This is an optimization exercise on Yosys and OpenROAD, whose aim is small area and a short achievable clock period, not a production implementation.
RTL that was checked went through simulation tests only; none was proved equivalent to the original.
Power figures rest on the tool's default switching activity, not on a simulated workload.

==> flow/design.v (excerpt) <==
module cam_search_top #(
  parameter int CAM_SIZE = 64
) (
  input  logic         aclk,
  input  logic         areset,
  input  logic [31:0]  update_num,
  input  logic [2:0]   state,
  input  logic         s_tvalid,
  input  logic [511:0] s_tdata,
  output logic         m_tvalid,
  output logic [511:0] m_tdata,
  output logic         update_all_end
);
  logic [3:0]  bank_we;
  logic        srch_beat;
  logic        done_pulse;
  logic        echo_pulse;
  logic [63:0] hit;
  logic [6:0]  idx;
  logic        idx_vld;
  cam_control u_ctl (
    .aclk       (aclk),
    .areset     (areset),
    .state      (state),
    .update_num (update_num),
    .s_tvalid   (s_tvalid),
    .s_lo       (s_tdata[31:0]),
    .bank_we    (bank_we),
    .srch_beat  (srch_beat),
    .done_pulse (done_pulse),
    .echo_pulse (echo_pulse)
  );
  cam_entry_array u_arr (
    .aclk    (aclk),
    .bank_we (bank_we),
    .wr_data (s_tdata),
    .key     (s_tdata[31:0]),
    .hit     (hit)
  );
  cam_match_encoder u_enc (
    .aclk      (aclk),
    .areset    (areset),
    .srch_beat (srch_beat),
    .hit       (hit),
    .idx       (idx),
    .idx_vld   (idx_vld)
  );
  ...
For scale: roughly 6400 cells after synthesis, ~2600 flip-flops, about 1100 I/O pins, roughly 100000 um^2 of cells after synthesis.
==> module cam_match_encoder, before the edit <==
module cam_match_encoder #(
  parameter int G = 8   
) (
  input  logic         aclk,
  input  logic         areset,
  input  logic         srch_beat,
  input  logic [63:0]  hit,
  output logic [6:0]   idx,
  output logic         idx_vld
);
  localparam int NG = 64 / G;
  localparam int LW = $clog2(G);
  logic          v0;    
  logic          v1;    
  logic [NG-1:0] g_any;
  logic [LW-1:0] g_loc [NG];
  logic [6:0]    idx1;
  always_ff @(posedge aclk) begin
    if (areset) begin
      v0      <= 1'b0;
      v1      <= 1'b0;
      idx_vld <= 1'b0;
    end else begin
      v0      <= srch_beat;
      v1      <= v0;
      idx_vld <= v1;
    end
  end
  for (genvar g = 0; g < NG; g++) begin : g_grp
    logic [LW-1:0] loc;
    always_comb begin
      loc = '0;
      for (int j = G - 1; j >= 0; j--) begin
        if (hit[g * G + j]) loc = LW'(j);
      end
    end
    always_ff @(posedge aclk) begin
      g_any[g] <= |hit[g * G +: G];
      g_loc[g] <= loc;
    end
  end
  logic [6:0] idx_d;
  always_comb begin
    idx_d = 7'h7f;
    for (int g = NG - 1; g >= 0; g--) begin
      if (g_any[g]) idx_d = 7'(g * G) | 7'(g_loc[g]);
    end
  end
  always_ff @(posedge aclk) begin
    idx1 <= idx_d;
    idx  <= idx1;
  end
endmodule
Settings: LEC_CHECK=0, CAP_MARGIN=20, CORE_MARGIN=2, CORE_UTILIZATION=60, SETUP_SLACK_MARGIN=0.7, SLEW_MARGIN=20; clock period 3.6 ns.
run.sh (not shown) runs the stock make flow with config.mk's settings and CLKGATE_MAP_FILE= SYNTH_SCRIPT=/design/flow/synth_recipe.tcl, a recipe that flattens the netlist after the stock synthesis.
The starting point finished with timing, DRC and antenna clean.
Rerun with:
--- a/flow/design.v
+++ b/flow/design.v
@@ -66,25 +66,20 @@
     assign hit[i] = (entry_q == key);
   end
 endmodule
 `timescale 1ns/1ns
-module cam_match_encoder #(
-  parameter int G = 8   
-) (
+module cam_match_encoder (
   input  logic         aclk,
   input  logic         areset,
   input  logic         srch_beat,
   input  logic [63:0]  hit,
   output logic [6:0]   idx,
   output logic         idx_vld
 );
-  localparam int NG = 64 / G;
-  localparam int LW = $clog2(G);
-  logic          v0;    
-  logic          v1;    
-  logic [NG-1:0] g_any;
-  logic [LW-1:0] g_loc [NG];
-  logic [6:0]    idx1;
+  logic        v0;    
+  logic        v1;    
+  logic [63:0] hit_q;
+  logic [6:0]  idx1;
   always_ff @(posedge aclk) begin
     if (areset) begin
       v0      <= 1'b0;
       v1      <= 1'b0;
@@ -94,26 +89,16 @@
       v1      <= v0;
       idx_vld <= v1;
     end
   end
-  for (genvar g = 0; g < NG; g++) begin : g_grp
-    logic [LW-1:0] loc;
-    always_comb begin
-      loc = '0;
-      for (int j = G - 1; j >= 0; j--) begin
-        if (hit[g * G + j]) loc = LW'(j);
-      end
-    end
-    always_ff @(posedge aclk) begin
-      g_any[g] <= |hit[g * G +: G];
-      g_loc[g] <= loc;
-    end
+  always_ff @(posedge aclk) begin
+    hit_q <= hit;
   end
   logic [6:0] idx_d;
   always_comb begin
     idx_d = 7'h7f;
-    for (int g = NG - 1; g >= 0; g--) begin
-      if (g_any[g]) idx_d = 7'(g * G) | 7'(g_loc[g]);
+    for (int i = 63; i >= 0; i--) begin
+      if (hit_q[i]) idx_d = 7'(i);
     end
   end
   always_ff @(posedge aclk) begin
     idx1 <= idx_d;
The changed run finished with timing, DRC and antenna clean; clock-buffer cell count went up by 2; synthesized cell count is about the same; sequential share of layout area came out higher by 0.62 points; total power went up by 0.51%; global-route usage falls by 2.1 points; maximum frequency shrinks by 2.3%; area after synthesis shrinks by 0.33%.
For the first run of this note, only the layout was checked, not whether the RTL still works.

==> re-timing with driven ports <==
How much do the figures lean on ideal ports? The routed layouts below were timed once more, with nothing changed but the port constraints. Step 1 (the two cells are an assumption about what drives the block):
set clk [get_ports {aclk}]
set_driving_cell -lib_cell sky130_fd_sc_hd__clkbuf_16 $clk
set_driving_cell -lib_cell sky130_fd_sc_hd__buf_2 [delete_from_list [all_inputs] $clk]
Step 2, shift: input delay + t, output delay - t, t = (earliest + latest rising clock arrival at the registers) / 2. This alone moves slack from input paths to output paths. a / b / c = no drivers / after step 1 / after step 2; a / b = the first two.
run | t, ns | slack for setup (ns) | hold WS [ns] | pins driven straight from the clock port
the first run | 1.002 | 0.905 / 0.810 / 0.058 | 0.253 / 0.196 / 0.326 | 1
the second run | 1.002 | 0.843 / 0.750 / 0.468 | 0.310 / 0.281 / 0.310 | 1
After both steps setup and hold are still met in every run listed. For the first run, which loses most, drivers alone change the setup slack by -0.095 ns; drivers and shift together by -0.847 ns.
